Source: an optimization exercise on an open RTL-to-GDS flow (aim: small area, a short achievable clock period and few clock cycles per item). Production flows keep margins and buffers that such runs may drop.
Only simulation tests tie the RTL to the original design; equivalence was not proved.
No activity file was given, so power comes from the tool's default toggle rates.

==> flow/constraint.sdc <==
create_clock -name core_clock -period 5.0 [get_ports {ACLK}]
set_input_delay 1.0000 -clock core_clock [delete_from_list [all_inputs] [get_ports {ACLK}]]
set_output_delay 1.0000 -clock core_clock [all_outputs]
set_load 0.01 [all_outputs]
==> flow/design.v <==
package axi4_lite_pkg;
  localparam logic [1:0] RESP_OKAY   = 2'b00;
  localparam logic [1:0] RESP_SLVERR = 2'b10;
endpackage
module axi4_lite_wr_join #(
  parameter int DATA_WIDTH = 32,
  parameter int DEPTH      = 32,
  parameter int IDX_W      = 5
) (
  input  logic                      clk,
  input  logic                      rst,
  input  logic [IDX_W-1:0]          i_awidx,
  input  logic                      i_awok,
  input  logic                      i_awvalid,
  input  logic [DATA_WIDTH-1:0]     i_wdata,
  input  logic [DATA_WIDTH/8-1:0]   i_wstrb,
  input  logic                      i_wvalid,
  input  logic                      i_room,
  output logic                      o_awready,
  output logic                      o_wready,
  output logic                      o_join,
  output logic                      o_join_ok,
  output logic [DEPTH-1:0]          o_sel,
  output logic [DATA_WIDTH-1:0]     o_data,
  output logic [DATA_WIDTH/8-1:0]   o_strb
);
  localparam int LO_W = 2;
  localparam int HI_W = IDX_W - LO_W;
  logic r_aw_full, r_w_full, r_aw_ok;
  logic [(1<<HI_W)-1:0]     r_hi;
  logic [(1<<LO_W)-1:0]     r_lo;
  logic [DATA_WIDTH/8-1:0]  r_strb;
  logic w_aw_hs, w_w_hs, w_commit;
  logic w_aw_full_n, w_w_full_n;
  assign w_aw_hs  = i_awvalid && o_awready;
  assign w_w_hs   = i_wvalid && o_wready;
  assign w_commit = r_aw_full && r_w_full;
  assign w_aw_full_n = w_aw_hs || (r_aw_full && !w_commit);
  assign w_w_full_n  = w_w_hs  || (r_w_full  && !w_commit);
  assign o_join      = w_aw_full_n && w_w_full_n;
  assign o_join_ok   = w_aw_hs ? i_awok : r_aw_ok;
  always_comb begin
    for (int i = 0; i < DEPTH; i++)
      o_sel[i] = r_hi[i >> LO_W] && r_lo[i % (1 << LO_W)];
  end
  always_ff @(posedge clk or posedge rst) begin
    if (rst) begin
      r_aw_full <= 1'b0;
      r_w_full  <= 1'b0;
      r_aw_ok   <= 1'b0;
      r_hi      <= '0;
      r_lo      <= '0;
      o_awready <= 1'b0;
      o_wready  <= 1'b0;
      o_data    <= '0;
      r_strb    <= '0;
      o_strb    <= '0;
    end else begin
      r_aw_full <= w_aw_full_n;
      r_w_full  <= w_w_full_n;
      o_awready <= (!w_aw_full_n || w_w_full_n) && i_room;
      o_wready  <= (!w_w_full_n || w_aw_full_n) && i_room;
      if (w_aw_hs) begin
        r_aw_ok <= i_awok;
        for (int h = 0; h < (1 << HI_W); h++) r_hi[h] <= i_awok && (i_awidx[IDX_W-1:LO_W] == HI_W'(h));
        for (int l = 0; l < (1 << LO_W); l++) r_lo[l] <= (i_awidx[LO_W-1:0] == LO_W'(l));
      end
      if (w_w_hs) begin
        o_data  <= i_wdata;
        r_strb  <= i_wstrb;
      end
      o_strb <= o_join ? (w_w_hs ? i_wstrb : r_strb) : '0;
    end
  end
endmodule
module axi4_lite_lane (
  input  logic       clk,
  input  logic       rst,
  input  logic       i_en,
  input  logic       i_en_n,
  input  logic [7:0] i_d,
  output logic [7:0] o_q
);
  always_ff @(posedge clk or posedge rst) begin
    if (rst) o_q <= '0;
    else     o_q <= ({8{i_en}} & i_d) | ({8{i_en_n}} & o_q);
  end
endmodule
import axi4_lite_pkg::*;
module axi4_lite_regfile #(
  parameter int ADDRESS_WIDTH = 32,
  parameter int DATA_WIDTH    = 32,
  parameter int DATA_DEPTH    = 32,
  parameter logic [ADDRESS_WIDTH-1:0] BASE_ADDR = '0
) (
  input  logic                       ACLK,
  input  logic                       ARESET,
  input  logic [ADDRESS_WIDTH-1:0]   S_AXI_AWADDR,
  input  logic                       S_AXI_AWVALID,
  output logic                       S_AXI_AWREADY,
  input  logic [DATA_WIDTH-1:0]      S_AXI_WDATA,
  input  logic [DATA_WIDTH/8-1:0]    S_AXI_WSTRB,
  input  logic                       S_AXI_WVALID,
  output logic                       S_AXI_WREADY,
  output logic [1:0]                 S_AXI_BRESP,
  output logic                       S_AXI_BVALID,
  input  logic                       S_AXI_BREADY,
  input  logic [ADDRESS_WIDTH-1:0]   S_AXI_ARADDR,
  input  logic                       S_AXI_ARVALID,
  output logic                       S_AXI_ARREADY,
  output logic [DATA_WIDTH-1:0]      S_AXI_RDATA,
  output logic [1:0]                 S_AXI_RRESP,
  output logic                       S_AXI_RVALID,
  input  logic                       S_AXI_RREADY
);
  localparam int STRB_W     = DATA_WIDTH / 8;
  localparam int BYTE_SHIFT = $clog2(STRB_W);
  localparam int IDX_W      = $clog2(DATA_DEPTH);
  localparam logic [ADDRESS_WIDTH-1:0] DEPTH_A = ADDRESS_WIDTH'(DATA_DEPTH);
  function automatic logic addr_in_range(input logic [ADDRESS_WIDTH-1:0] addr);
    logic [ADDRESS_WIDTH:0] off;
    off = {1'b0, addr} - {1'b0, BASE_ADDR};
    addr_in_range = !off[ADDRESS_WIDTH] && ((off[ADDRESS_WIDTH-1:0] >> BYTE_SHIFT) < DEPTH_A);
  endfunction
  function automatic logic [IDX_W-1:0] addr_index(input logic [ADDRESS_WIDTH-1:0] addr);
    logic [ADDRESS_WIDTH-1:0] word;
    word = (addr - BASE_ADDR) >> BYTE_SHIFT;
    addr_index = word[IDX_W-1:0];
  endfunction
  logic [DATA_WIDTH-1:0] r_mem [DATA_DEPTH];
  function automatic logic [DATA_DEPTH-1:0] word_onehot(input logic ok, input logic [IDX_W-1:0] idx);
    for (int i = 0; i < DATA_DEPTH; i++) word_onehot[i] = ok && (idx == IDX_W'(i));
  endfunction
  logic                  w_room;
  logic                  w_join;
  logic                  w_join_ok;
  logic [DATA_DEPTH-1:0] w_wr_sel;
  logic [DATA_WIDTH-1:0] w_wr_data;
  logic [STRB_W-1:0]     w_wr_strb;
  axi4_lite_wr_join #(
    .DATA_WIDTH (DATA_WIDTH),
    .DEPTH      (DATA_DEPTH),
    .IDX_W      (IDX_W)
  ) u_wr_join (
    .clk       (ACLK),
    .rst       (ARESET),
    .i_awidx   (addr_index(S_AXI_AWADDR)),
    .i_awok    (addr_in_range(S_AXI_AWADDR)),
    .i_awvalid (S_AXI_AWVALID),
    .i_wdata   (S_AXI_WDATA),
    .i_wstrb   (S_AXI_WSTRB),
    .i_wvalid  (S_AXI_WVALID),
    .i_room    (w_room),
    .o_awready (S_AXI_AWREADY),
    .o_wready  (S_AXI_WREADY),
    .o_join    (w_join),
    .o_join_ok (w_join_ok),
    .o_sel     (w_wr_sel),
    .o_data    (w_wr_data),
    .o_strb    (w_wr_strb)
  );
  for (genvar gi = 0; gi < DATA_DEPTH; gi++) begin : g_word
    for (genvar gb = 0; gb < STRB_W; gb++) begin : g_byte
      logic w_en;
      assign w_en = w_wr_sel[gi] && w_wr_strb[gb];
      axi4_lite_lane u_lane (
        .clk    (ACLK),
        .rst    (ARESET),
        .i_en   (w_en),
        .i_en_n (!w_en),
        .i_d    (w_wr_data[8*gb +: 8]),
        .o_q    (r_mem[gi][8*gb +: 8])
      );
    end
  end
  logic r_bvalid, r_bok;
  logic r_b1_valid, r_b1_ok;
  logic w_bh_v, w_bh_ok, w_b1_v, w_b1_ok;
  always_comb begin
    w_bh_v  = r_bvalid;
    w_bh_ok = r_bok;
    w_b1_v  = r_b1_valid;
    w_b1_ok = r_b1_ok;
    if (r_bvalid && S_AXI_BREADY) begin
      w_bh_v  = r_b1_valid;
      w_bh_ok = r_b1_ok;
      w_b1_v  = 1'b0;
    end
    if (w_join) begin
      if (!w_bh_v) begin
        w_bh_v  = 1'b1;
        w_bh_ok = w_join_ok;
      end else begin
        w_b1_v  = 1'b1;
        w_b1_ok = w_join_ok;
      end
    end
  end
  assign w_room = !w_b1_v;
  always_ff @(posedge ACLK or posedge ARESET) begin
    if (ARESET) begin
      r_bvalid   <= 1'b0;
      r_bok      <= 1'b0;
      r_b1_valid <= 1'b0;
      r_b1_ok    <= 1'b0;
    end else begin
      r_bvalid   <= w_bh_v;
      r_bok      <= w_bh_ok;
      r_b1_valid <= w_b1_v;
      r_b1_ok    <= w_b1_ok;
    end
  end
  assign S_AXI_BVALID = r_bvalid;
  assign S_AXI_BRESP  = r_bok ? RESP_OKAY : RESP_SLVERR;
  logic              r_arready;
  logic              r_q0_v, r_q0_ok, r_q1_v, r_q1_ok;
  logic [IDX_W-1:0]  r_q1_idx;
  logic [DATA_DEPTH-1:0] r_q0_sel;    
  logic              r_rvalid;
  logic [DATA_WIDTH-1:0] r_rdata;
  logic              r_rok;
  logic              w_ar_hs, w_out_free, w_load;
  logic              w_ar_ok;
  logic [IDX_W-1:0]  w_ar_idx;
  logic              w_q0_v, w_q1_v;
  assign w_ar_hs    = S_AXI_ARVALID && r_arready;
  assign w_ar_ok    = addr_in_range(S_AXI_ARADDR);
  assign w_ar_idx   = addr_index(S_AXI_ARADDR);
  assign w_out_free = !r_rvalid || S_AXI_RREADY;
  assign w_load     = w_out_free && r_q0_v;
  logic [DATA_WIDTH-1:0] w_rd_word;
  always_comb begin
    w_rd_word = '0;
    for (int i = 0; i < DATA_DEPTH; i++)
      w_rd_word = w_rd_word | ({DATA_WIDTH{r_q0_sel[i]}} & r_mem[i]);
  end
  always_comb begin
    w_q0_v = r_q0_v;
    w_q1_v = r_q1_v;
    if (w_load) begin
      w_q0_v = r_q1_v;
      w_q1_v = 1'b0;
    end
    if (w_ar_hs) begin
      if (!w_q0_v) w_q0_v = 1'b1;
      else         w_q1_v = 1'b1;
    end
  end
  always_ff @(posedge ACLK or posedge ARESET) begin
    if (ARESET) begin
      r_arready <= 1'b0;
      r_q0_v    <= 1'b0;
      r_q0_ok   <= 1'b0;
      r_q0_sel  <= '0;
      r_q1_v    <= 1'b0;
      r_q1_ok   <= 1'b0;
      r_q1_idx  <= '0;
    end else begin
      r_arready <= !w_q1_v;
      r_q0_v    <= w_q0_v;
      r_q1_v    <= w_q1_v;
      if (w_load) begin
        if (r_q1_v) begin
          r_q0_ok  <= r_q1_ok;
          r_q0_sel <= word_onehot(r_q1_ok, r_q1_idx);
        end else begin
          r_q0_ok  <= w_ar_ok;
          r_q0_sel <= word_onehot(w_ar_ok, w_ar_idx);
        end
      end else if (!r_q0_v) begin
        r_q0_ok  <= w_ar_ok;
        r_q0_sel <= word_onehot(w_ar_ok, w_ar_idx);
      end
      if (w_ar_hs && (r_q1_v || (r_q0_v && !w_load))) begin
        r_q1_ok  <= w_ar_ok;
        r_q1_idx <= w_ar_idx;
      end
    end
  end
  always_ff @(posedge ACLK or posedge ARESET) begin
    if (ARESET) begin
      r_rvalid <= 1'b0;
      r_rdata  <= '0;
      r_rok    <= 1'b0;
    end else if (w_out_free) begin
      r_rvalid <= r_q0_v;
      r_rdata  <= w_rd_word;
      r_rok    <= r_q0_ok;
    end
  end
  assign S_AXI_ARREADY = r_arready;
  assign S_AXI_RVALID  = r_rvalid;
  assign S_AXI_RDATA   = r_rdata;
  assign S_AXI_RRESP   = r_rok ? RESP_OKAY : RESP_SLVERR;
endmodule
==> flow/config.mk <==
export PLATFORM = sky130hd
export DESIGN_NAME = axi4_lite_regfile
export DESIGN_NICKNAME = axi4_lite_regfile
export VERILOG_FILES = /design/flow/design.v
export SDC_FILE = /design/flow/constraint.sdc
export NUM_CORES = 4
export LEC_CHECK = 0
export ABC_CLOCK_PERIOD_IN_PS = 2500
export CAP_MARGIN = 20
export CORE_MARGIN = 2
export CORE_UTILIZATION = 40
export CTS_CLUSTER_DIAMETER = 100
export CTS_CLUSTER_SIZE = 25
export SETUP_SLACK_MARGIN = 2.7
export SLEW_MARGIN = 20
export SYNTH_HIERARCHICAL = 1
==> flow/run.sh <==
#!/bin/bash
# synth_recipe.tcl (not shown) runs the flow's synth.tcl, then flattens the netlist and writes it again
# the make line also repeats each setting of config.mk as NAME=value (left out here)
make -C /OpenROAD-flow-scripts/flow DESIGN_CONFIG=/design/flow/config.mk WORK_HOME=/design/flow/orfs CLKGATE_MAP_FILE= SYNTH_SCRIPT=/design/flow/synth_recipe.tcl finish
==> impl_results.md, run 1 <==
- Status: finished clean
- H-tree depth: 2
- CORE AREA: 123000 um^2
- Height of the die: 356 um
- Port buffer count: 141
- Initial core utilization: 0.401
- Post-route setup TNS: 0 ps
- Reg2reg setup slack: 2580 ps
- Post-synth top area cell: dfrtp_1
- Die X-Extent: 356 um
- Post-synth cell types: 55
- Layout Area Growth over Synthesis: 6.80%
- Synth top area share: 0.587
- Max-slew violations: 0
- Critical path class: reg2reg
- Vias in the first global route: 35900
- Crit Reg-Reg Startpoint: r_q0_sel[12]$_DFFE_PP0N_
- # DRC: 0
- Layout fillers: 11500
- Peak Freq: 0.414 GHz
- R2R cell count: 5
- Reg clk slew, reported paths: 100 ps
- Sequential area share after synthesis: 0.587
- Setup Viol. Count Final: 0
- Commonest cells in the netlist: dfrtp_1 (1161), a22o_1 (1034), a22oi_1 (430)
- Crit end category: register
- Synthesis-stage register bit count: 1161
- Max VDD drop: 0.377 mV
- Drt first pass iters: 8
- Post-DR wirelength/cell: 34.0 um
- Largest cells by area after synthesis: dfrtp_1 (59%), a22o_1 (18%), a22oi_1 (6.5%), buf_6 (2.9%), inv_1 (2.0%)
- Nets@finish: 4020
- Worst endpoint data arrival time: 3020 ps
- Wire length of the first global-routing pass: 270 mm
- # IOs: 148
- CP Launch Type: register
- Post-synth ARST share: 1.00
- Critical Path Start: r_q0_sel[12]$_DFFE_PP0N_
- Clk buf depth: 3
- YS warnings: 10
- Slew margin rel.: 0.324
- Post-Syn Area: 49500 um^2
- Gr usage total: 0.292
- Antenna violations before repair: 9
- CTS sink count: 1161
- Clock latency on the worst-skew pair: 720 ps
- Hpwl dp: 124 mm
- Pre-CTS setup slack: 1340 ps
- Routed WL: 190 mm
- End of the worst register-to-register path: r_rdata[9]$_DFFE_PP0P_
- Worst Hold Class: in2async
- Power per cell area: 366 nW/um^2
- Site Rows: 129
- Leakage: 25.5 nW
- WP data required: 5600 ps
- CTS tree: built
- Unrepaired setup endpoints after global routing: yes
- CTS root buffer: clkbuf_16
- Total gr overflow: 0
- Mapped Cells: 4020
- Hold Vio Cnt, Final: 0
- Largest net degree at the start of global routing: 77
- CTS Buf Count: 53
- Vias post-DR: 37600
- Worst-path fanout max: 16
- Die area: 127000 um^2
- Multi-input gate area: 17100 um^2
- Max-capacitance violation count: 0
- Gpl congestion: 0.941
- Worst-Margin Slew: 1010 ps
- Period utilization: 0.484
- Post-synth EDFFs: 0
- Min cycle time layout: 2420 ps
- Most common cell in the synthesized netlist: dfrtp_1
- Layout cells sized above 1: 0.0948
- Main flop type after synthesis: dfrtp_1
- Via density: 6.75
- Starting DRT DRC Count: 6077
- Worst Skew: 29.1 ps
- Setup crit end: r_rdata[9]$_DFFE_PP0P_
- Avg Cell Area, Syn: 12.3 um^2
- Setup slack after layout: 2580 ps
- Sequential cell area: 29100 um^2
- DRT antenna net count: 0
Yosys stat by module (local to each module, per instance), a selection:
module	copies in the design	area (um^2)	flip-flops and latches
axi4_lite_lane	128	290	8
axi4_lite_regfile	1	9800	80
worst max-delay path: stages, from the launching register on:
cell,delay [ps]
dfrtp_2,560
buf_4,310
a22oi_1,610
nand4_1,310
nor4_2,380
a21oi_1,130
per-layer routing:
metal / vias to the layer above / share of wire / global-route usage
li1: 15000 / - / -
met1: 19500 / 0.41 / 0.426
met2: 2620 / 0.42 / 0.416
met3: 440 / 0.12 / 0.0748
met4: 10 / 0.046 / 0.113
met5: - / 0.00039 / 0
logic make-up after synthesis:
| logic type | after synthesis | synth area share |
|---|---|---|
| DFF | 1161 | 0.587 |
| muxes | 44 | 0.0126 |
| and+or+nand+nor | 485 | 0.0501 |
| AOI/OAI and AO/OA | 1646 | 0.274 |
| other | 1 | 0.0000758 |
| buffers and inverters | 681 | 0.0755 |
| adders and majority gates | 2 | 0.000455 |
stage by stage:
stage / total power (W) / cells / utilization / area (um^2) / hold WS [ps]
after floorplan: 0.0119 / 4021 / - / 49500 / 451
after global placement: 0.0142 / 5456 / 0.412 / 50800 / 478
after detailed placement: 0.0142 / 5456 / 0.412 / 50800 / 479
after CTS: 0.0193 / 5555 / 0.427 / 52600 / 412
after global routing: 0.0199 / 5563 / 0.429 / 52800 / 423
final: 0.0194 / 5572 / 0.429 / 52900 / 396
flip-flops by register name, indices dropped and copies added (netlist names), 4 cells and up:
register                  cells
u_wr_join.o_data             32
r_q1_idx                      5
r_rdata                      32
u_wr_join.r_hi                8
u_wr_join.r_strb              4
g_word.g_byte.u_lane.o_q   1024
u_wr_join.o_strb              4
r_q0_sel                     32
u_wr_join.r_lo                4
cell usage in the layout, fill, tap and decap left out, types with 29 or more instances in the layout:
cell and instances:
dfrtp_1 1123, a22o_1 1034, a22oi_1 423, inv_1 263, nand2_1 169, buf_4 105, clkdlybuf4s50_1 99, nand4_1 91
a21oi_1 67, nor2_1 58, clkbuf_16 53, nand3_1 46, mux2_4 34, a222oi_1 32, buf_2 29
worst min-delay path by stage:
stage / start / endpoint / slack [ps] / cells past startpoint
after floorplan: r_q0_ok$_DFFE_PP0N_ / r_rok$_DFFE_PP0P_ / 450 / 2
after global placement: g_word[20].g_byte[1].u_lane.o_q[3]$_DFF_PP0_ / g_word[20].g_byte[1].u_lane.o_q[3]$_DFF_PP0_ / 480 / 1
after detailed placement: u_wr_join.r_strb[0]$_DFF_PP0_ / u_wr_join.r_strb[0]$_DFF_PP0_ / 480 / 1
after CTS: ARESET / g_word[27].g_byte[1].u_lane.o_q[7]$_DFF_PP0_ / 410 / 2
after global routing: ARESET / g_word[6].g_byte[1].u_lane.o_q[0]$_DFF_PP0_ / 420 / 2
final: ARESET / g_word[9].g_byte[1].u_lane.o_q[2]$_DFF_PP0_ / 400 / 2
power breakdown:
part | internal (W) | switching, W | total (W) | leakage, nW
Combinational | 0.000921 | 0.00322 | 0.00414 | 8.81
Sequential | 0.00970 | 0.000401 | 0.0101 | 16.0
Clock | 0.00201 | 0.00311 | 0.00512 | 0.705
Total | 0.0126 | 0.00673 | 0.0194 | 25.5
timing repair:
action,in CTS,in global routing
cloned,1,1
gates resized for setup,220,33
endpoints found under the setup margin,163,286
pin swaps,2,6
hold buffers,0,0
buffers inserted,30,7
hold endpoints to repair,0,0
layout make-up:
cell class,count,area share
Clock inverter,6,0.00142
Inverter,266,0.0190
Antenna cell,9,0.000426
Tap cell,1637,0.0387
Sequential cell,1161,0.551
Multi-Input combinational cell,2181,0.323
Clock buffer,62,0.0259
Timing Repair Buffer,250,0.0404
Testbench counts, summed over its fixed seeds: cycles 4,345, items 8,000.
==> run 2, diff against run 1 <==
--- a/flow/config.mk
+++ b/flow/config.mk
@@ -11,6 +11,6 @@
 export CORE_UTILIZATION = 40
 export CTS_CLUSTER_DIAMETER = 100
 export CTS_CLUSTER_SIZE = 25
-export SETUP_SLACK_MARGIN = 2.7
+export SETUP_SLACK_MARGIN = 2.5
 export SLEW_MARGIN = 20
 export SYNTH_HIERARCHICAL = 1
==> impl_results.md, run 2 <==
- Worst-Margin Slew: 1160 ps (+145 ps)
- Post-synth cell types: 55 (unchanged)
- Reg2reg setup slack: 2450 ps (-130 ps)
- Power per cell area: 365 nW/um^2 (-0.39%)
- DR WL met2: 78.1 mm (-1.7%)
- Post-Syn Area: 49500 um^2 (unchanged)
- Synthesis-stage register bit count: 1161 (unchanged)
- Die X-Extent: 356 um (unchanged)
- CTS root buffer: clkbuf_16
- Most common cell in the synthesized netlist: dfrtp_1
- CP Launch Type: register
- End of the worst register-to-register path: r_rdata[27]$_DFFE_PP0P_
- Port buffer count: 141 (unchanged)
- # IOs: 148 (unchanged)
- Critical path class: reg2reg
- Wire length of the first global-routing pass: 268 mm (-0.66%)
- Peak Freq: 0.392 GHz (-5.1%)
- Starting DRT DRC Count: 5845 (-3.8%)
- Unrepaired setup endpoints after global routing: yes
- Clk buf depth: 3 (unchanged)
- WL met1: 76.7 mm (-1.7%)
- Reg clk slew, reported paths: 100 ps (about the same)
- Max-capacitance violation count: 0 (unchanged)
- Period utilization: 0.510 (+0.0261)
- H-tree depth: 2 (unchanged)
- Largest reg by FF count: g_word.g_byte.u_lane.o_q
- DRT antenna net count: 0 (unchanged)
- Setup Viol. Count Final: 0 (unchanged)
- Total gr overflow: 0 (unchanged)
- CTS tree: built
- CTS Buf Count: 53 (unchanged)
- Synth top area share: 0.587 (unchanged)
- Max reg flops: 1024 (unchanged)
- CTS sink count: 1161 (unchanged)
- Highest routed layer: met5
- Synth Area in Adders: 0.000455 (unchanged)
- Routed WL: 187 mm (-1.1%)
- Largest net degree at the start of global routing: 66 (-14%)
- Fin util: 0.425 (-0.00411)
- YS warnings: 10 (unchanged)
- Site Rows: 129 (unchanged)
- Post-synth top area cell: dfrtp_1
- Worst endpoint data arrival time: 3090 ps (+70 ps)
- Avg Cell Area, Syn: 12.3 um^2 (unchanged)
- Worst Hold Class: in2async
- Initial core utilization: 0.401 (unchanged)
- Gr usage total: 0.290 (-0.00260)
- Max VDD drop: 0.304 mV (-19%)
- Height of the die: 356 um (unchanged)
- # DRC: 0 (unchanged)
- Slew margin rel.: 0.227 (-0.0968)
- Antenna violations before repair: 10 (+1)
- CORE AREA: 123000 um^2 (unchanged)
- Clock latency on the worst-skew pair: 690 ps (-30 ps)
- Die area: 127000 um^2 (unchanged)
- R2R cell count: 4 (-1)
- Worst Skew: 24.9 ps (-4.21 ps)
- Via density: 6.76 (+0.21%)
- Post-DR wirelength/cell: 33.9 um (-0.32%)
- Post-synth ARST share: 1.00 (unchanged)
- Sequential area share after synthesis: 0.587 (unchanged)
- Most frequent cells in the layout: dfrtp_1 (1126), a22o_1 (1034), a22oi_1 (427)
- Gpl congestion: 0.942 (+0.12%)
- Largest cells by area after synthesis: dfrtp_1 (59%), a22o_1 (18%), a22oi_1 (6.5%), buf_6 (2.9%), inv_1 (2.0%)
- Commonest non-fill, non-tap cell in the layout: dfrtp_1
- Vias in the first global route: 36000 (+0.19%)
- Hpwl dp: 123 mm (-0.44%)
- Fraction of the mapped netlist area in simple logic gates: 0.0501 (unchanged)
- Crit Reg-Reg Startpoint: r_q0_sel[15]$_DFFE_PP0N_
- Hold Vio Cnt, Final: 0 (unchanged)
- Nets@finish: 3977 (-1.1%)
- Met3 wire len: 23.4 mm (+0.59%)
- Crit end category: register
- Main flop type after synthesis: dfrtp_1
- Layout cells sized above 1: 0.0665 (-0.0283)
- Min cycle time layout: 2550 ps (+131 ps)
- Synth Area in XOR/XNOR: 0 (unchanged)
- Layout Area Growth over Synthesis: 5.77%
- Commonest cells in the netlist: dfrtp_1 (1161), a22o_1 (1034), a22oi_1 (430)
- WP data required: 5550 ps (-50 ps)
- Status: finished clean
- Mapped Cells: 4020 (unchanged)
- Critical Path Start: r_q0_sel[15]$_DFFE_PP0N_
- Max-slew violations: 0 (unchanged)
- Largest family of logic cells by synthesized area: compound AO/OA/AOI/OAI gates
- Post-synth EDFFs: 0 (unchanged)
- Setup crit end: r_rdata[27]$_DFFE_PP0P_
- Worst-path fanout max: 33 (+17)
- Drt first pass iters: 8 (unchanged)
- Post-route setup TNS: 0 ps (unchanged)
- Synth Area in Compound Gates: 0.274 (unchanged)
- Leakage: 25.3 nW (-1.0%)
- Vias post-DR: 37400 (-0.61%)
- Mux cell area share after synthesis: 0.0126 (unchanged)
- Post-cts hold buffer count: 0 (unchanged)
-- run 2: cell counts after synthesis --
No cell type changed its count.
-- run 2: kinds of logic (layout without fill, tap and decap cells) --
kind of cell,Yosys count,in the layout
muxes,44,44
other,1,11
buffers and inverters,681,540
adders and majority gates,2,2
and+or+nand+nor,485,485
AOI/OAI and AO/OA,1646,1646
DFF,1161,1161
-- run 2: Yosys stat by module (local to each module, per instance), excerpt --
module / flip-flops and latches / area [um^2] / cells inside / times used
axi4_lite_lane: 8 / 290 / 19 / 128
axi4_lite_regfile: 80 / 9800 / 1405 / 1
-- run 2: final cells by class --
type                       count  area, um^2
timing repair buffer         209        1900
sequential                  1161       29100
inverter                     266        1000
clock inverter                 4        45.0
fill                       11600       71000
antenna                        9        22.5
clock buffer                  61        1370
tap                         1637        2050
multi-input combinational   2179       16900
-- run 2: power by group --
group          switching, W  internal [W]  total [W]
clock network       0.00307       0.00196    0.00503
registers          0.000428       0.00970     0.0101
logic               0.00310      0.000840    0.00394
-- run 2: how the worst min path moves through the flow --
stage | from | endpoint | slack, ps | depth (start not counted)
final | ARESET | g_word[6].g_byte[1].u_lane.o_q[2]$_DFF_PP0_ | 420 | 2
after global routing | ARESET | g_word[6].g_byte[1].u_lane.o_q[2]$_DFF_PP0_ | 460 | 2
after CTS | ARESET | g_word[6].g_byte[1].u_lane.o_q[2]$_DFF_PP0_ | 410 | 2
after detailed placement | u_wr_join.r_strb[1]$_DFF_PP0_ | u_wr_join.r_strb[1]$_DFF_PP0_ | 480 | 1
after global placement | g_word[11].g_byte[3].u_lane.o_q[7]$_DFF_PP0_ | g_word[11].g_byte[3].u_lane.o_q[7]$_DFF_PP0_ | 480 | 1
after floorplan | r_q0_ok$_DFFE_PP0N_ | r_rok$_DFFE_PP0P_ | 450 | 2
-- run 2: what timing repair did --
item                                    4_1_cts  5_1_grt
endpoints found under the setup margin       81       44
setup buffers                                 3        0
gates resized for setup                      53       22
pin swaps                                     1        1
-- run 2: worst max-delay path, stage by stage, from the launching register on --
cell and delay [ps]:
dfrtp_2 800, a22oi_1 520, nand4_1 230, nor4_1 680
a21oi_1 150
-- run 2: per-stage QoR --
stage | hold slack, ps | area (um^2) | cells | power [W] | worst slack (ps)
floorplan | 451 | 49500 | 4021 | 0.0119 | 2600
global placement | 479 | 50800 | 5449 | 0.0142 | 1630
detailed placement | 477 | 50800 | 5449 | 0.0142 | 1650
CTS | 409 | 52200 | 5517 | 0.0191 | 2500
global route | 460 | 52300 | 5517 | 0.0196 | 2470
finish | 422 | 52400 | 5526 | 0.0191 | 2450
-- run 2: metal layers --
metal	GRT usage	up-vias
li1	-	14900
met1	0.412	19400
met2	0.410	2621
met3	0.0856	460
met4	0.123	20
met5	0	-
==> run 3, diff against run 2 <==
--- a/flow/config.mk
+++ b/flow/config.mk
@@ -8,9 +8,9 @@
 export ABC_CLOCK_PERIOD_IN_PS = 2500
 export CAP_MARGIN = 20
 export CORE_MARGIN = 2
-export CORE_UTILIZATION = 40
+export CORE_UTILIZATION = 75
 export CTS_CLUSTER_DIAMETER = 100
 export CTS_CLUSTER_SIZE = 25
-export SETUP_SLACK_MARGIN = 2.5
+export SETUP_SLACK_MARGIN = 3.0
 export SLEW_MARGIN = 20
 export SYNTH_HIERARCHICAL = 1
==> impl_results.md, run 3 <==
- Status: finished clean
- Starting DRT DRC Count: 8014 (+37%)
- Routed WL: 184 mm (-2.0%)
- Overall Power: 0.0190 W (-0.27%)
- Worst Skew: 29.3 ps (+4.41 ps)
- Sequential area share after synthesis: 0.587 (unchanged)
- Final cell count without fillers: 4818 (-13%)
- Setup slack after layout: 2720 ps (+265 ps)
- Most common cell in the synthesized netlist: dfrtp_1
- Delay-heaviest family, CP: flip-flops
- Worst endpoint data arrival time: 1280 ps (-1810 ps)
- Max VDD drop: 0.953 mV (+210%)
- Die X-Extent: 261 um (-27%)
- CP Launch Type: register
- Die area: 68100 um^2 (-46%)
- Post-synth EDFFs: 0 (unchanged)
- Wire length of the first global-routing pass: 263 mm (-1.8%)
- Min cycle time layout: 2280 ps (-265 ps)
- Period utilization: 0.457 (-0.0531)
- Main flop type after synthesis: dfrtp_1
- Vias in the first global route: 38600 (+7.2%)
- Post-Syn Area: 49500 um^2 (unchanged)
- Worst path slowest cell: dfrtp_1
- Worst-path fanout max: 2 (-94%)
- Power per cell area: 362 nW/um^2 (-0.72%)
- Post-synth cell types: 55 (unchanged)
- Nets@finish: 4031 (+1.4%)
- Via density: 8.38 (+24%)
- Port buffer count: 141 (unchanged)
- # DRC: 0 (unchanged)
- Largest reg by FF count: g_word.g_byte.u_lane.o_q
- Commonest cells in the netlist: dfrtp_1 (1161), a22o_1 (1034), a22oi_1 (430)
- Site Rows: 94 (-27%)
- Synth top area share: 0.587 (unchanged)
- Post-cts hold buffer count: 0 (unchanged)
- Most frequent cells in the layout: dfrtp_1 (1109), a22o_1 (1033), a22oi_1 (396)
- CTS Buf Count: 52 (-1.9%)
- Crit-path max cell delay: 460 ps (-340 ps)
- Setup Viol. Count Final: 0 (unchanged)
- CTS root buffer: clkbuf_16
- WP data required: 4000 ps (-1550 ps)
- # IOs: 148 (unchanged)
- Hold Vio Cnt, Final: 0 (unchanged)
- Largest cells by area after synthesis: dfrtp_1 (59%), a22o_1 (18%), a22oi_1 (6.5%), buf_6 (2.9%), inv_1 (2.0%)
- Reg clk slew, reported paths: 100 ps (about the same)
- Crit end category: output pin
- Commonest non-fill, non-tap cell in the layout: dfrtp_1
- Post-DR wirelength/cell: 38.1 um (+12%)
- Post-synth ARST share: 1.00 (unchanged)
- Drt first pass iters: 9 (+1)
- Layout cells sized above 1: 0.120 (+0.0538)
- Antenna violations before repair: 16 (+6)
- Clk buf depth: 3 (unchanged)
- DRT antenna net count: 0 (unchanged)
- Max reg flops: 1024 (unchanged)
- CTS sink count: 1161 (unchanged)
- Hpwl dp: 118 mm (-4.2%)
- Clock latency on the worst-skew pair: 680 ps (about the same)
- CP bufs+invs: 1 (+1)
- Leakage: 25.9 nW (+2.7%)
- Slew margin rel.: 0.303 (+0.0757)
- CORE AREA: 65500 um^2 (-47%)
- Unrepaired setup endpoints after global routing: yes
- Largest net degree at the start of global routing: 61 (-7.6%)
- Critical path class: reg2out
- Post-synth top area cell: dfrtp_1
- Cell Chain, Critical Path: buf_2
- Number of cells after detailed placement: 4663 (-14%)
- Vias post-DR: 40400 (+8.1%)
- Pre-CTS setup slack: 1580 ps (-74.2 ps)
- Mapped Cells: 4020 (unchanged)
- Total gr overflow: 0 (unchanged)
- H-tree depth: 2 (unchanged)
- Worst-Margin Slew: 1050 ps (-114 ps)
- Height of the die: 261 um (-27%)
- Gr usage total: 0.536 (+0.247)
- Gpl congestion: 1.05 (+11%)
- Synthesis-stage register bit count: 1161 (unchanged)
- Avg Cell Area, Syn: 12.3 um^2 (unchanged)
- Worst Hold Class: in2async
- CTS tree: built
- Layout Area Growth over Synthesis: 6.26%
- Peak Freq: 0.438 GHz (+12%)
- Initial core utilization: 0.756 (+0.354)
- Max-capacitance violation count: 0 (unchanged)
- Max-slew violations: 0 (unchanged)
- YS warnings: 10 (unchanged)
- Post-route setup TNS: 0 ps (unchanged)
run 3: cell count changes in the layout (fill, tap and decap cells not counted), moves of 19 or more:
cell	previous run	this run
dlymetal6s2s_1	0	25
buf_6	2	25
clkdlybuf4s50_1	101	53
a22oi_1	427	396
nor4_4	1	20
buf_4	65	89
buf_2	0	32
dlygate4sd2_1	39	10
a22oi_2	3	34
and2_1	31	7
run 3: worst paths after layout:
check	from	slack [ps]	end	cells past startpoint
max in group asynchronous	ARESET	3280	u_wr_join.o_data[27]$_DFFE_PP0N_	3
min	ARESET	510	g_word[6].g_byte[3].u_lane.o_q[3]$_DFF_PP0_	2
max reg2reg	u_wr_join.r_lo[2]$_DFFE_PP0P_	2850	g_word[18].g_byte[3].u_lane.o_q[2]$_DFF_PP0_	4
max	r_rdata[20]$_DFFE_PP0P_	2720	S_AXI_RDATA[20]	1
min in group core_clock	g_word[12].g_byte[0].u_lane.o_q[7]$_DFF_PP0_	510	g_word[12].g_byte[0].u_lane.o_q[7]$_DFF_PP0_	1
min reg2reg	g_word[12].g_byte[0].u_lane.o_q[7]$_DFF_PP0_	510	g_word[12].g_byte[0].u_lane.o_q[7]$_DFF_PP0_	1
run 3: Yosys stat by module, one instance, submodules excluded, excerpt:
module | flip-flops and latches | copies in the design | cells | cell area [um^2]
axi4_lite_lane | 8 | 128 | 19 | 290
axi4_lite_regfile | 80 | 1 | 1405 | 9800
run 3: metal layers:
metal / part of all wire / track usage
met1: 0.33 / 0.705
met2: 0.40 / 0.729
met3: 0.18 / 0.241
met4: 0.086 / 0.338
met5: 0.00035 / 0.00347
run 3: where the power goes:
part           internal [W]  switching [W]
Combinational      0.000843        0.00145
Clock               0.00193        0.00294
Sequential          0.00969        0.00220
Total                0.0125        0.00659
run 3: logic make-up after synthesis:
logic type,synth area share
AOI/OAI and AO/OA,0.274
adders and majority gates,0.000455
buffers and inverters,0.0755
DFF,0.587
muxes,0.0126
other,0.0000758
and+or+nand+nor,0.0501
run 3: repair_timing:
item,CTS,global route
endpoints found under the setup margin,568,357
gates cloned,3,1
buffers inserted,46,21
pin swaps,28,50
gates resized for setup,325,130
hold endpoints to repair,0,0
run 3: final cells by class:
type | count | area [um^2]
fillers | 3737 | 12900
clock buffers | 61 | 1360
clock inverters | 1 | 16.3
flip-flops and latches | 1161 | 29200
multi-input cells | 2182 | 17500
repair buffers | 261 | 2390
inverters | 266 | 1010
well taps | 864 | 1080
diodes | 22 | 55.1
run 3: stage by stage:
step                 util  hold slack (ps)  area (um^2)
floorplan               -              451        49600
global placement    0.760              475        49800
detailed placement  0.760              479        49800
CTS                 0.792              507        51900
global route        0.802              519        52500
finish              0.803              508        52600
==> run 4, diff against run 3 <==
--- a/flow/config.mk
+++ b/flow/config.mk
@@ -8,9 +8,9 @@
 export ABC_CLOCK_PERIOD_IN_PS = 2500
 export CAP_MARGIN = 20
 export CORE_MARGIN = 2
-export CORE_UTILIZATION = 75
+export CORE_UTILIZATION = 65
 export CTS_CLUSTER_DIAMETER = 100
 export CTS_CLUSTER_SIZE = 25
-export SETUP_SLACK_MARGIN = 3.0
+export SETUP_SLACK_MARGIN = 3.1
 export SLEW_MARGIN = 20
 export SYNTH_HIERARCHICAL = 1
==> impl_results.md, run 4 <==
- Status: finished clean
- Leakage: 26.2 nW (+1.1%)
- Post-synth top area cell: dfrtp_1
- Worst Hold Class: in2async
- Largest reg by FF count: g_word.g_byte.u_lane.o_q
- Gpl congestion: 1.03 (-2.1%)
- Clock latency on the worst-skew pair: 680 ps (about the same)
- CTS sink count: 1161 (unchanged)
- Crit-path max cell delay: 450 ps (about the same)
- WP data required: 4000 ps (about the same)
- Post-synth ARST share: 1.00 (unchanged)
- Worst path slowest cell: dfrtp_1
- Min cycle time layout: 2300 ps (+18.3 ps)
- Hpwl dp: 120 mm (+1.5%)
- Via density: 7.94 (-5.3%)
- Unrepaired setup endpoints after global routing: yes
- Die area: 78400 um^2 (+15%)
- Setup Viol. Count Final: 0 (unchanged)
- Nets@finish: 4068 (+0.92%)
- Sequential area share after synthesis: 0.587 (unchanged)
- CP bufs+invs: 1 (unchanged)
- Max-capacitance violation count: 0 (unchanged)
- Starting DRT DRC Count: 6889 (-14%)
- Met2 usage: 0.651 (-0.0772)
- Pre-CTS setup slack: 1590 ps (+7.23 ps)
- Layer with the highest usage: met2
- CTS Buf Count: 52 (unchanged)
- Grt met1 use: 0.642 (-0.0634)
- Worst Skew: 26.2 ps (-3.05 ps)
- # IOs: 148 (unchanged)
- Commonest cells in the netlist: dfrtp_1 (1161), a22o_1 (1034), a22oi_1 (430)
- Worst-Margin Slew: 1070 ps (+20.7 ps)
- Drt first pass iters: 9 (unchanged)
- Avg Cell Area, Syn: 12.3 um^2 (unchanged)
- Antenna violations before repair: 13 (-3)
- Cell Chain, Critical Path: buf_2
- Vias post-DR: 39300 (-2.6%)
- Height of the die: 280 um (+7.3%)
- Most common cell in the synthesized netlist: dfrtp_1
- GRT met3 Usage: 0.176 (-0.0645)
- Slew margin rel.: 0.289 (-0.0138)
- Layout Area Growth over Synthesis: 7.91%
- YS warnings: 10 (unchanged)
- Post-synth cell types: 55 (unchanged)
- Area after DPL: 50000 um^2 (+0.44%)
- DRT antenna net count: 0 (unchanged)
- Post-Syn Area: 49500 um^2 (unchanged)
- Largest cells by area after synthesis: dfrtp_1 (59%), a22o_1 (18%), a22oi_1 (6.5%), buf_6 (2.9%), inv_1 (2.0%)
- Site Rows: 101 (+7.4%)
- Post-route setup TNS: 0 ps (unchanged)
- Initial core utilization: 0.654 (-0.102)
- CTS tree: built
- CTS root buffer: clkbuf_16
- Wire length of the first global-routing pass: 265 mm (+0.65%)
- Port buffer count: 141 (unchanged)
- Gr usage total: 0.467 (-0.0691)
- Commonest non-fill, non-tap cell in the layout: dfrtp_1
- Post-DR wirelength/cell: 37.6 um (-1.4%)
- # DRC: 0 (unchanged)
- Hold Vio Cnt, Final: 0 (unchanged)
- Synth top area share: 0.587 (unchanged)
- Max VDD drop: 0.643 mV (-33%)
- Most frequent cells in the layout: dfrtp_1 (1112), a22o_1 (1034), a22oi_1 (397)
- Vias in the first global route: 37500 (-2.8%)
- Total gr overflow: 0 (unchanged)
- CP Launch Type: register
- CORE AREA: 75700 um^2 (+16%)
- Reg clk slew, reported paths: 100 ps (about the same)
- Die X-Extent: 280 um (+7.3%)
- Delay-heaviest family, CP: flip-flops
- Synthesis-stage register bit count: 1161 (unchanged)
- Routed WL: 186 mm (+1.4%)
- Largest net degree at the start of global routing: 47 (-23%)
- Post-synth EDFFs: 0 (unchanged)
- Worst-path fanout max: 2 (unchanged)
- Max-slew violations: 0 (unchanged)
- Post-route cell area: 53400 um^2 (+1.6%)
- Critical path class: reg2out
- Max reg flops: 1024 (unchanged)
- Setup slack after layout: 2700 ps (-18.3 ps)
- Power per cell area: 365 nW/um^2 (+0.77%)
- Period utilization: 0.460 (+0.00366)
- Mapped Cells: 4020 (unchanged)
- Clk buf depth: 3 (unchanged)
- Crit end category: output pin
- Layout cells sized above 1: 0.142 (+0.0212)
- Peak Freq: 0.435 GHz (-0.80%)
- H-tree depth: 2 (unchanged)
- Main flop type after synthesis: dfrtp_1
- Worst endpoint data arrival time: 1300 ps (+20 ps)
-- run 4: cell counts after synthesis --
Identical to the previous run, type by type.
-- run 4: timing repair --
action | in CTS | in global routing
pin swaps | 51 | 67
hold endpoints to repair | 0 | 0
resized for setup | 442 | 147
hold buffers | 0 | 0
cloned | 3 | 2
setup buffers | 68 | 27
setup endpoints to repair | 1076 | 476
-- run 4: logic make-up (layout without fill, tap and decap cells) --
group / Yosys count / after routing / share of synthesized area
AOI/OAI and AO/OA: 1646 / 1646 / 0.274
adders and majority gates: 2 / 2 / 0.000455
buffers and inverters: 681 / 627 / 0.0755
DFF: 1161 / 1161 / 0.587
muxes: 44 / 44 / 0.0126
other: 1 / 9 / 0.0000758
and+or+nand+nor: 485 / 489 / 0.0501
-- run 4: cell type report --
cell class | instances | area (um^2)
inverter | 266 | 1010
clock inverter | 3 | 33.8
fill | 5345 | 22300
antenna | 7 | 17.5
tap | 978 | 1220
sequential | 1161 | 29200
multi-input combinational | 2183 | 17900
timing repair buffer | 297 | 2730
clock buffer | 61 | 1360
-- run 4: stage by stage --
stage	hold slack (ps)	power, W	utilization	cells
after floorplan	451	0.0120	-	4021
after global placement	479	0.0140	0.660	4783
after detailed placement	478	0.0140	0.660	4784
after CTS	503	0.0189	0.696	4919
after global routing	514	0.0198	0.705	4949
final	491	0.0195	0.706	4956
-- run 4: worst paths after layout --
path                                                              start                                      endpoint  slack (ps)  cells past startpoint
hold reg to reg            g_word[29].g_byte[1].u_lane.o_q[3]$_DFF_PP0_  g_word[29].g_byte[1].u_lane.o_q[3]$_DFF_PP0_         510                      1
setup reg to reg                                   r_rvalid$_DFFE_PP0P_                        r_rdata[6]$_DFFE_PP0P_        2840                     10
setup / recovery                                r_rdata[18]$_DFFE_PP0P_                               S_AXI_RDATA[18]        2700                      1
hold / removal                                                   ARESET  g_word[26].g_byte[1].u_lane.o_q[3]$_DFF_PP0_         490                      2
max in group asynchronous                                        ARESET  g_word[24].g_byte[0].u_lane.o_q[6]$_DFF_PP0_        3200                      4
min in group core_clock    g_word[29].g_byte[1].u_lane.o_q[3]$_DFF_PP0_  g_word[29].g_byte[1].u_lane.o_q[3]$_DFF_PP0_         510                      1
-- run 4: metal layers --
layer	part of all wire	routed length [um]
met1	0.36	66400
met2	0.41	77000
met3	0.16	30300
met4	0.067	12500
met5	0.0011	206
-- run 4: power by group --
part,switching [W],internal (W),leakage (nW)
combinational,0.00188,0.00105,9.54
clock,0.00300,0.00194,0.679
sequential,0.00194,0.00969,16.0
-- run 4: modules after synthesis (local to each module, per instance), a selection --
| module | area [um^2] | flops+latches |
|---|---|---|
| axi4_lite_regfile | 9800 | 80 |
| axi4_lite_lane | 290 | 8 |
==> run 5, diff against run 4 <==
--- a/flow/config.mk
+++ b/flow/config.mk
@@ -11,6 +11,6 @@
 export CORE_UTILIZATION = 65
 export CTS_CLUSTER_DIAMETER = 100
 export CTS_CLUSTER_SIZE = 25
-export SETUP_SLACK_MARGIN = 3.1
+export SETUP_SLACK_MARGIN = 2.7
 export SLEW_MARGIN = 20
 export SYNTH_HIERARCHICAL = 1
==> impl_results.md, run 5 <==
- Status: finished clean
- YS warnings: 10 (unchanged)
- Leakage: 25.3 nW (-3.5%)
- Overall Power: 0.0189 W (-2.8%)
- Commonest non-fill, non-tap cell in the layout: dfrtp_1
- Worst-path fanout max: 24 (+22)
- Worst Hold Class: in2async
- Hold Vio Cnt, Final: 0 (unchanged)
- Gpl congestion: 1.03 (+0.52%)
- Slew margin rel.: 0.306 (+0.0166)
- Post-synth top area cell: dfrtp_1
- Period utilization: 0.471 (+0.0108)
- Post-synth EDFFs: 0 (unchanged)
- Post-route setup TNS: 0 ps (unchanged)
- Peak Freq: 0.425 GHz (-2.3%)
- Post-synth cell types: 55 (unchanged)
- Starting DRT DRC Count: 6739 (-2.2%)
- CP Launch Type: register
- DRT antenna net count: 0 (unchanged)
- Main flop type after synthesis: dfrtp_1
- CORE AREA: 75700 um^2 (unchanged)
- # IOs: 148 (unchanged)
- H-tree depth: 2 (unchanged)
- Vias post-DR: 38900 (-1.2%)
- Initial core utilization: 0.654 (unchanged)
- Antenna violations before repair: 9 (-4)
- Total gr overflow: 0 (unchanged)
- Largest cells by area after synthesis: dfrtp_1 (59%), a22o_1 (18%), a22oi_1 (6.5%), buf_6 (2.9%), inv_1 (2.0%)
- Most common cell in the synthesized netlist: dfrtp_1
- Highest routed layer: met5
- Clock latency on the worst-skew pair: 660 ps (-20 ps)
- Drt first pass iters: 9 (unchanged)
- Post-Syn Area: 49500 um^2 (unchanged)
- Height of the die: 280 um (unchanged)
- Port buffer count: 141 (unchanged)
- Most frequent cells in the layout: dfrtp_1 (1122), a22o_1 (1034), a22oi_1 (422)
- Met3 wire len: 28.8 mm (-4.7%)
- CTS sink count: 1161 (unchanged)
- Die X-Extent: 280 um (unchanged)
- WL met1: 66.1 mm (-0.39%)
- CTS Buf Count: 52 (unchanged)
- Smallest hold slack: 485 ps (-6.25 ps)
- Vias in the first global route: 37300 (-0.40%)
- CTS root buffer: clkbuf_16
- Layout Area Growth over Synthesis: 4.26%
- Synthesis-stage register bit count: 1161 (unchanged)
- Layout cells sized above 1: 0.0838 (-0.0577)
- Worst endpoint data arrival time: 2880 ps (+1580 ps)
- Wire length of the first global-routing pass: 262 mm (-0.88%)
- Synth top area share: 0.587 (unchanged)
- Nets@finish: 3987 (-2.0%)
- Mapped Cells: 4020 (unchanged)
- Post-synth ARST share: 1.00 (unchanged)
- Worst Skew: 31.3 ps (+5.10 ps)
- Setup Viol. Count Final: 0 (unchanged)
- Routed WL: 183 mm (-1.9%)
- Max reg flops: 1024 (unchanged)
- DR WL met2: 76.1 mm (-1.2%)
- Reg2reg setup slack: 2640 ps (-200 ps)
- Commonest cells in the netlist: dfrtp_1 (1161), a22o_1 (1034), a22oi_1 (430)
- Post-cts hold buffer count: 0 (unchanged)
- Max VDD drop: 0.597 mV (-7.2%)
- Largest net degree at the start of global routing: 81 (+72%)
- Min cycle time layout: 2360 ps (+54.1 ps)
- Worst-Margin Slew: 1040 ps (-24.9 ps)
- Post-DR wirelength/cell: 37.4 um (-0.40%)
- Avg Cell Area, Syn: 12.3 um^2 (unchanged)
- Max-capacitance violation count: 0 (unchanged)
- Die area: 78400 um^2 (unchanged)
- Clk buf depth: 3 (unchanged)
- Via density: 7.96 (+0.34%)
- Crit end category: register
- Unrepaired setup endpoints after global routing: yes
- Gr usage total: 0.463 (-0.00462)
- CTS tree: built
- WP data required: 5530 ps (+1530 ps)
- Critical path class: reg2reg
- Power per cell area: 367 nW/um^2 (+0.62%)
- Largest reg by FF count: g_word.g_byte.u_lane.o_q
- Site Rows: 101 (unchanged)
- Max-slew violations: 0 (unchanged)
- # DRC: 0 (unchanged)
- Sequential area share after synthesis: 0.587 (unchanged)
- Hpwl dp: 119 mm (-0.66%)
- Reg clk slew, reported paths: 100 ps (about the same)
[run 5: cell types whose count changed in the layout (fill, tap and decap cells not counted), sizes merged]
| cell | delta |
|---|---|
| and2 | -2 |
| buf | -94 |
| clkbuf | +5 |
| clkdlybuf4s15 | -2 |
| clkdlybuf4s50 | +46 |
| diode | +4 |
| dlygate4sd2 | -17 |
| dlymetal6s2s | -15 |
| inv | -2 |
[run 5: kinds of logic after synthesis]
family	share of synthesized area
buffers and inverters	0.0755
multiplexers	0.0126
adder cells (fa/ha/maj)	0.000455
AND/OR/NAND/NOR	0.0501
AO/OA/AOI/OAI	0.274
other	0.0000758
flip-flops	0.587
[run 5: routing by layer]
metal  track usage  vias to the layer above
met5             0                        -
met4         0.231                       14
met3         0.170                      729
met2         0.653                     3606
met1         0.634                    19600
li1              -                    14900
[run 5: modules after synthesis (local to each module, per instance), a selection]
| module | flops+latches | area, um^2 | times used |
|---|---|---|---|
| axi4_lite_regfile | 80 | 9800 | 1 |
| axi4_lite_lane | 8 | 290 | 128 |
[run 5: path summary, 6_finish.rpt]
check | to | cells past startpoint | startpoint
setup / recovery | r_rdata[26]$_DFFE_PP0P_ | 5 | r_q0_sel[24]$_DFFE_PP0N_
hold / removal | g_word[30].g_byte[1].u_lane.o_q[2]$_DFF_PP0_ | 2 | ARESET
setup reg to reg | r_rdata[26]$_DFFE_PP0P_ | 5 | r_q0_sel[24]$_DFFE_PP0N_
hold reg to reg | g_word[30].g_byte[2].u_lane.o_q[1]$_DFF_PP0_ | 1 | g_word[30].g_byte[2].u_lane.o_q[1]$_DFF_PP0_
max in group asynchronous | g_word[20].g_byte[1].u_lane.o_q[4]$_DFF_PP0_ | 4 | ARESET
min in group core_clock | g_word[30].g_byte[2].u_lane.o_q[1]$_DFF_PP0_ | 1 | g_word[30].g_byte[2].u_lane.o_q[1]$_DFF_PP0_
[run 5: area by class of cell]
cell class / instances / area (um^2)
Tap cell: 978 / 1220
Fill cell: 5499 / 24100
Clock buffer: 63 / 1360
Inverter: 266 / 1010
Sequential cell: 1161 / 29100
Timing Repair Buffer: 218 / 1860
Multi-Input combinational cell: 2181 / 17000
Clock inverter: 1 / 16.3
Antenna cell: 11 / 27.5
[run 5: power by group]
part           internal, W  total, W  switching [W]
registers          0.00969    0.0115        0.00183
logic             0.000779   0.00254        0.00176
clock network      0.00194   0.00489        0.00295
total               0.0124    0.0189        0.00654
[run 5: critical path, cell delays in order (launching register included)]
cell     delay [ps]
dfrtp_1         600
buf_6           320
a22oi_1         460
nand4_1         200
nor4_2          490
a21oi_1         140
[run 5: timing repair]
action,CTS,global route
endpoints found under the setup margin,147,215
gates cloned,2,0
resized for setup,186,38
pin swaps,4,1
buffers inserted,19,3
[run 5: stage by stage]
step,util,setup WS [ps],instance area [um^2],instances
after detailed placement,0.659,1440,49900,4780
after floorplan,-,2680,49500,4021
after CTS,0.680,2700,51500,4865
final,0.682,2640,51600,4879
after global routing,0.681,2660,51600,4868
after global placement,0.659,1500,49900,4780
==> run 6, diff against run 5 <==
--- a/flow/config.mk
+++ b/flow/config.mk
@@ -11,6 +11,6 @@
 export CORE_UTILIZATION = 65
 export CTS_CLUSTER_DIAMETER = 100
 export CTS_CLUSTER_SIZE = 25
-export SETUP_SLACK_MARGIN = 2.7
+export SETUP_SLACK_MARGIN = 2.9
 export SLEW_MARGIN = 20
 export SYNTH_HIERARCHICAL = 1
==> impl_results.md, run 6 <==
- Avg Cell Area, Syn: 12.3 um^2 (unchanged)
- Reg clk slew, reported paths: 110 ps (about the same)
- Post-synth ARST share: 1.00 (unchanged)
- Mux cell area share after synthesis: 0.0126 (unchanged)
- Port buffer count: 141 (unchanged)
- Largest net degree at the start of global routing: 73 (-9.9%)
- Post-synth top area cell: dfrtp_1
- Post-synth cell types: 55 (unchanged)
- Max-slew violations: 0 (unchanged)
- CTS Buf Count: 52 (unchanged)
- Post-route setup TNS: 0 ps (unchanged)
- CTS tree: built
- CTS sink count: 1161 (unchanged)
- Worst endpoint data arrival time: 1290 ps (-1590 ps)
- Gpl congestion: 1.04 (+0.67%)
- Post-route cell area: 52400 um^2 (+1.6%)
- Layout Area Growth over Synthesis: 5.92%
- Crit end category: output pin
- Most common cell in the synthesized netlist: dfrtp_1
- CP Launch Type: register
- Max reg flops: 1024 (unchanged)
- Antenna violations before repair: 10 (+1)
- Hpwl dp: 120 mm (+0.76%)
- Clk buf depth: 3 (unchanged)
- Synth Area in XOR/XNOR: 0 (unchanged)
- Cell Chain, Critical Path: buf_2
- H-tree depth: 2 (unchanged)
- Worst Skew: 31.7 ps (+0.376 ps)
- Peak Freq: 0.436 GHz (+2.7%)
- Main flop type after synthesis: dfrtp_1
- Area after DPL: 49900 um^2 (about the same)
- CP bufs+invs: 1 (unchanged)
- Synth top area share: 0.587 (unchanged)
- Initial core utilization: 0.654 (unchanged)
- Worst path slowest cell: dfrtp_2
- Worst-path fanout max: 2 (-92%)
- Mapped Cells: 4020 (unchanged)
- Routed WL: 184 mm (+0.92%)
- Slew margin rel.: 0.258 (-0.0473)
- Gr usage total: 0.465 (+0.00283)
- Largest family of logic cells by synthesized area: compound AO/OA/AOI/OAI gates
- Via density: 7.94 (-0.29%)
- Critical path class: reg2out
- Vias post-DR: 39100 (+0.53%)
- Synthesis-stage register bit count: 1161 (unchanged)
- Max-capacitance violation count: 0 (unchanged)
- Site Rows: 101 (unchanged)
- Commonest cells in the netlist: dfrtp_1 (1161), a22o_1 (1034), a22oi_1 (430)
- Clock latency on the worst-skew pair: 680 ps (+20 ps)
- Post-synth EDFFs: 0 (unchanged)
- Post-Syn Area: 49500 um^2 (unchanged)
- Max VDD drop: 0.808 mV (+35%)
- Worst-Margin Slew: 1110 ps (+70.9 ps)
- Fraction of the mapped netlist area in simple logic gates: 0.0501 (unchanged)
- Min cycle time layout: 2290 ps (-62.8 ps)
- Die area: 78400 um^2 (unchanged)
- Power per cell area: 365 nW/um^2 (-0.65%)
- Leakage: 25.7 nW (+1.6%)
- Total gr overflow: 0 (unchanged)
- Most frequent cells in the layout: dfrtp_1 (1115), a22o_1 (1034), a22oi_1 (406)
- Hold Vio Cnt, Final: 0 (unchanged)
- Period utilization: 0.458 (-0.0126)
- Layout cells sized above 1: 0.106 (+0.0223)
- # DRC: 0 (unchanged)
- Commonest non-fill, non-tap cell in the layout: dfrtp_1
- Die X-Extent: 280 um (unchanged)
- # IOs: 148 (unchanged)
- CORE AREA: 75700 um^2 (unchanged)
- DRT antenna net count: 0 (unchanged)
- Synth Area in Adders: 0.000455 (unchanged)
- WP data required: 4000 ps (-1530 ps)
- Wire length of the first global-routing pass: 263 mm (+0.36%)
- Stages on worst setup path: 1 (-4)
- Crit-path max cell delay: 460 ps (-140 ps)
- Status: finished clean
- YS warnings: 10 (unchanged)
- Height of the die: 280 um (unchanged)
- Delay-heaviest family, CP: flip-flops
- R2R cell count: 4 (-1)
- Synth Area in Compound Gates: 0.274 (unchanged)
- Drt first pass iters: 9 (unchanged)
- Vias in the first global route: 37400 (+0.21%)
- CTS root buffer: clkbuf_16
- Largest cells by area after synthesis: dfrtp_1 (59%), a22o_1 (18%), a22oi_1 (6.5%), buf_6 (2.9%), inv_1 (2.0%)
- Nets@finish: 4015 (+0.70%)
- Unrepaired setup endpoints after global routing: yes
- Sequential area share after synthesis: 0.587 (unchanged)
- Post-DR wirelength/cell: 37.5 um (about the same)
- Setup Viol. Count Final: 0 (unchanged)
- Largest reg by FF count: g_word.g_byte.u_lane.o_q
- Worst Hold Class: in2async
- Starting DRT DRC Count: 6690 (-0.73%)
[run 6: cell counts after synthesis]
Identical to the previous run, type by type.
[run 6: per-layer routing]
| layer | wire (um) | global-route usage |
|---|---|---|
| met4 | 12300 | 0.261 |
| met1 | 66800 | 0.637 |
| met5 | 65 | 0 |
| met2 | 75500 | 0.634 |
| met3 | 29600 | 0.183 |
[run 6: cells by family (layout without fill, tap and decap cells)]
logic type | count (synthesis) | in the layout
muxes | 44 | 44
buffers and inverters | 681 | 577
other | 1 | 23
DFF | 1161 | 1161
and+or+nand+nor | 485 | 488
adders and majority gates | 2 | 2
AOI/OAI and AO/OA | 1646 | 1646
[run 6: cell type report]
| class | count | area, um^2 |
|---|---|---|
| Clock buffer | 63 | 1360 |
| Antenna cell | 21 | 52.6 |
| Tap cell | 978 | 1220 |
| Multi-Input combinational cell | 2182 | 17400 |
| Clock inverter | 3 | 33.8 |
| Sequential cell | 1161 | 29200 |
| Inverter | 266 | 1010 |
| Fill cell | 5334 | 23300 |
| Timing Repair Buffer | 245 | 2240 |
[run 6: through the flow]
stage | hold WS, ps | util | setup WS [ps] | instances | power (W)
finish | 453 | 0.693 | 2710 | 4919 | 0.0191
global route | 508 | 0.692 | 2670 | 4898 | 0.0194
CTS | 477 | 0.685 | 2690 | 4875 | 0.0188
detailed placement | 479 | 0.660 | 1750 | 4781 | 0.0140
global placement | 478 | 0.659 | 1810 | 4780 | 0.0140
floorplan | 451 | - | 2680 | 4021 | 0.0120
[run 6: path summary, 6_finish.rpt]
| kind | slack [ps] | start | endpoint |
|---|---|---|---|
| max in group asynchronous | 3130 | ARESET | g_word[30].g_byte[0].u_lane.o_q[6]$_DFF_PP0_ |
| setup reg to reg | 2810 | u_wr_join.r_lo[3]$_DFFE_PP0P_ | g_word[27].g_byte[3].u_lane.o_q[5]$_DFF_PP0_ |
| hold / removal | 450 | ARESET | g_word[23].g_byte[1].u_lane.o_q[4]$_DFF_PP0_ |
| min in group core_clock | 500 | u_wr_join.r_strb[3]$_DFF_PP0_ | u_wr_join.r_strb[3]$_DFF_PP0_ |
| hold reg to reg | 500 | u_wr_join.r_strb[3]$_DFF_PP0_ | u_wr_join.r_strb[3]$_DFF_PP0_ |
| setup / recovery | 2710 | r_rdata[0]$_DFFE_PP0P_ | S_AXI_RDATA[0] |
[run 6: power breakdown]
| group | total, W | switching, W | internal (W) |
|---|---|---|---|
| logic | 0.00283 | 0.00196 | 0.000870 |
| clock network | 0.00493 | 0.00299 | 0.00194 |
| registers | 0.0114 | 0.00167 | 0.00969 |
[run 6: timing repair]
| action | CTS | global route |
|---|---|---|
| gates resized for setup | 277 | 86 |
| pin swaps | 15 | 20 |
| setup buffers | 26 | 22 |
| endpoints found under the setup margin | 438 | 319 |
| hold endpoints to repair | 0 | 0 |
| gates cloned | 2 | 1 |
| hold buffers | 0 | 0 |
[run 6: per-module statistics from Yosys, one instance, submodules excluded, excerpt]
module             cell area (um^2)  flops+latches  cells  copies in the design
axi4_lite_lane                  290              8     19                   128
axi4_lite_regfile              9800             80   1405                     1
[run 6: worst register-to-register path, delay by kind of cell (launching register included)]
kind | cells | cell delay [ps]
simple gates | 2 | 1080
flops | 1 | 490
buf+inv | 1 | 340
compound gates | 1 | 200
==> run 7, diff against run 6 <==
--- a/flow/config.mk
+++ b/flow/config.mk
@@ -11,6 +11,6 @@
 export CORE_UTILIZATION = 65
 export CTS_CLUSTER_DIAMETER = 100
 export CTS_CLUSTER_SIZE = 25
-export SETUP_SLACK_MARGIN = 2.9
+export SETUP_SLACK_MARGIN = 2.8
 export SLEW_MARGIN = 20
 export SYNTH_HIERARCHICAL = 1
==> impl_results.md, run 7 <==
- Main flop type after synthesis: dfrtp_1
- Vias in the first global route: 37400 (-0.011%)
- DRT antenna net count: 0 (unchanged)
- CTS tree: built
- Gpl congestion: 1.03 (-0.77%)
- Synth top area share: 0.587 (unchanged)
- Most common cell in the synthesized netlist: dfrtp_1
- Layout Area Growth over Synthesis: 4.96%
- Layout fillers: 5465 (+2.5%)
- Largest reg by FF count: g_word.g_byte.u_lane.o_q
- Total gr overflow: 0 (unchanged)
- Initial core utilization: 0.654 (unchanged)
- Max VDD drop: 0.695 mV (-14%)
- Delay-heaviest family, CP: flip-flops
- Critical path class: reg2out
- Hpwl dp: 120 mm (+0.43%)
- Period utilization: 0.461 (+0.00212)
- Height of the die: 280 um (unchanged)
- Max-slew violations: 0 (unchanged)
- Post-synth top area cell: dfrtp_1
- Layout cells sized above 1: 0.0946 (-0.0115)
- Cell Chain, Critical Path: buf_2
- Vias post-DR: 38900 (-0.44%)
- Clk buf depth: 3 (unchanged)
- Critical Path Start: r_rdata[0]$_DFFE_PP0P_
- CP Launch Type: register
- Clock latency on the worst-skew pair: 670 ps (about the same)
- Status: finished clean
- Area after DPL: 49900 um^2 (about the same)
- Min cycle time layout: 2300 ps (+10.6 ps)
- Worst path slowest cell: dfrtp_1
- Gr usage total: 0.465 (about the same)
- WP data required: 4000 ps (about the same)
- Port buffer count: 141 (unchanged)
- Mapped Cells: 4020 (unchanged)
- Largest net degree at the start of global routing: 56 (-23%)
- Post-synth cell types: 55 (unchanged)
- Post-DR wirelength/cell: 37.5 um (+0.14%)
- Smallest hold slack: 409 ps (-44.1 ps)
- Antenna violations before repair: 7 (-3)
- Worst-Margin Slew: 1090 ps (-20.9 ps)
- Worst endpoint data arrival time: 1300 ps (about the same)
- Leakage: 25.4 nW (-1.0%)
- Wire length of the first global-routing pass: 263 mm (about the same)
- Worst Hold Class: in2async
- Routed WL: 184 mm (-0.41%)
- Post-synth ARST share: 1.00 (unchanged)
- Die X-Extent: 280 um (unchanged)
- Max-capacitance violation count: 0 (unchanged)
- # IOs: 148 (unchanged)
- Slew margin rel.: 0.272 (+0.0139)
- Power per cell area: 366 nW/um^2 (+0.31%)
- Crit-path max cell delay: 460 ps (about the same)
- Crit end category: output pin
- Die area: 78400 um^2 (unchanged)
- Unrepaired setup endpoints after global routing: yes
- Setup Viol. Count Final: 0 (unchanged)
- Post-synth EDFFs: 0 (unchanged)
- Most frequent cells in the layout: dfrtp_1 (1114), a22o_1 (1034), a22oi_1 (420)
- H-tree depth: 2 (unchanged)
- Avg Cell Area, Syn: 12.3 um^2 (unchanged)
- Reg clk slew, reported paths: 100 ps (about the same)
- Setup slack after layout: 2700 ps (-10.6 ps)
- Post-route setup TNS: 0 ps (unchanged)
- Synthesis-stage register bit count: 1161 (unchanged)
- Via density: 7.95 (+0.11%)
- Commonest cells in the netlist: dfrtp_1 (1161), a22o_1 (1034), a22oi_1 (430)
- CTS root buffer: clkbuf_16
- Drt first pass iters: 8 (-1)
- YS warnings: 10 (unchanged)
- Worst Skew: 30.3 ps (-1.39 ps)
- Nets@finish: 3998 (-0.42%)
- CORE AREA: 75700 um^2 (unchanged)
- Post-route cell area: 52000 um^2 (-0.91%)
- Post-Syn Area: 49500 um^2 (unchanged)
- Peak Freq: 0.434 GHz (-0.46%)
- Pre-CTS setup slack: 1580 ps (-168 ps)
- Sequential area share after synthesis: 0.587 (unchanged)
- CTS sink count: 1161 (unchanged)
- Site Rows: 101 (unchanged)
- CP bufs+invs: 1 (unchanged)
- Post-cts hold buffer count: 0 (unchanged)
- CTS Buf Count: 52 (unchanged)
- Commonest non-fill, non-tap cell in the layout: dfrtp_1
- Worst-path fanout max: 2 (unchanged)
- Starting DRT DRC Count: 6868 (+2.7%)
- Max reg flops: 1024 (unchanged)
- Hold Vio Cnt, Final: 0 (unchanged)
- Crit Reg-Reg Startpoint: r_q0_sel[25]$_DFFE_PP0N_
- # DRC: 0 (unchanged)
- Largest cells by area after synthesis: dfrtp_1 (59%), a22o_1 (18%), a22oi_1 (6.5%), buf_6 (2.9%), inv_1 (2.0%)
[run 7: cell counts after synthesis]
Identical to the previous run, type by type.
[run 7: report_power, final]
group	switching (W)	leakage [nW]	internal, W	total, W
registers	0.00184	16.0	0.00969	0.0115
clock network	0.00298	0.671	0.00193	0.00491
logic	0.00176	8.76	0.000815	0.00258
[run 7: worst paths after layout]
check                                                                to  slack (ps)  cells after the start
max in group asynchronous  g_word[28].g_byte[3].u_lane.o_q[5]$_DFF_PP0_        3030                      4
min reg2reg                                         r_q0_ok$_DFFE_PP0N_         510                      1
max reg2reg                                     r_rdata[21]$_DFFE_PP0P_        2720                      5
min                        g_word[30].g_byte[1].u_lane.o_q[4]$_DFF_PP0_         410                      2
min in group core_clock                             r_q0_ok$_DFFE_PP0N_         510                      1
max                                                      S_AXI_RDATA[0]        2700                      1
[run 7: layout make-up]
cell class,count,area (um^2),area share
sequential,1161,29100,0.561
inverter,266,1010,0.0194
timing repair buffer,230,1980,0.0381
clock inverter,1,16.3,0.000313
clock buffer,62,1360,0.0262
tap,978,1220,0.0236
antenna,14,35.0,0.000674
multi-input combinational,2180,17200,0.331
[run 7: logic make-up after synthesis]
logic type / count (synthesis) / share of synthesized area
other: 1 / 0.0000758
buffers and inverters: 681 / 0.0755
muxes: 44 / 0.0126
AOI/OAI and AO/OA: 1646 / 0.274
adders and majority gates: 2 / 0.000455
DFF: 1161 / 0.587
and+or+nand+nor: 485 / 0.0501
[run 7: modules after synthesis (local to each module, per instance), a selection]
module | flops+latches | cell area [um^2] | copies in the design | cells
axi4_lite_lane | 8 | 290 | 128 | 19
axi4_lite_regfile | 80 | 9800 | 1 | 1405
[run 7: timing repair]
| action | CTS | global route |
|---|---|---|
| pin swaps | 14 | 18 |
| setup endpoints to repair | 208 | 322 |
| setup buffers | 18 | 15 |
| resized for setup | 239 | 60 |
| gates cloned | 1 | 0 |
[run 7: stage by stage]
step / instances / total power (W) / util
final: 4892 / 0.0190 / 0.686
after global routing: 4878 / 0.0193 / 0.686
after CTS: 4862 / 0.0187 / 0.680
after detailed placement: 4780 / 0.0140 / 0.659
after global placement: 4780 / 0.0139 / 0.659
after floorplan: 4021 / 0.0119 / -
[run 7: metal layers]
metal  share of wire  track usage  vias up
met3            0.16        0.186      744
li1                -            -    14900
met5         0.00042      0.00500        -
met1            0.36        0.630    19700
met2            0.41        0.643     3493
met4           0.070        0.255        6

==> port drivers added, routing unchanged <==
In the flow no input, the clock included, has a driving cell. The finished layouts below were timed again as built, in two steps. Step 1: set_driving_cell puts a clkbuf_16 on ACLK and a buf_2 on each other input, an assumption about the parent block. Step 2 also shifts input and output timing later by t, the mid clock arrival at the registers, as if the neighbouring blocks saw the same clock. Slacks: ideal ports / drivers / drivers and shift; pairs: ideal ports / drivers.
run | shift t [ns] | slack for setup (ns)
run 1 | 0.779 | 2.582 / 2.571 / 2.059
run 2 | 0.747 | 2.452 / 2.449 / 1.785
run 3 | 0.732 | 2.717 / 2.647 / 2.258
run 4 | 0.745 | 2.699 / 2.625 / 2.353
run 5 | 0.720 | 2.645 / 2.642 / 2.051
run 6 | 0.741 | 2.708 / 2.635 / 2.202
run 7 | 0.734 | 2.697 / 2.626 / 2.161
After both steps every run listed still meets setup and hold.
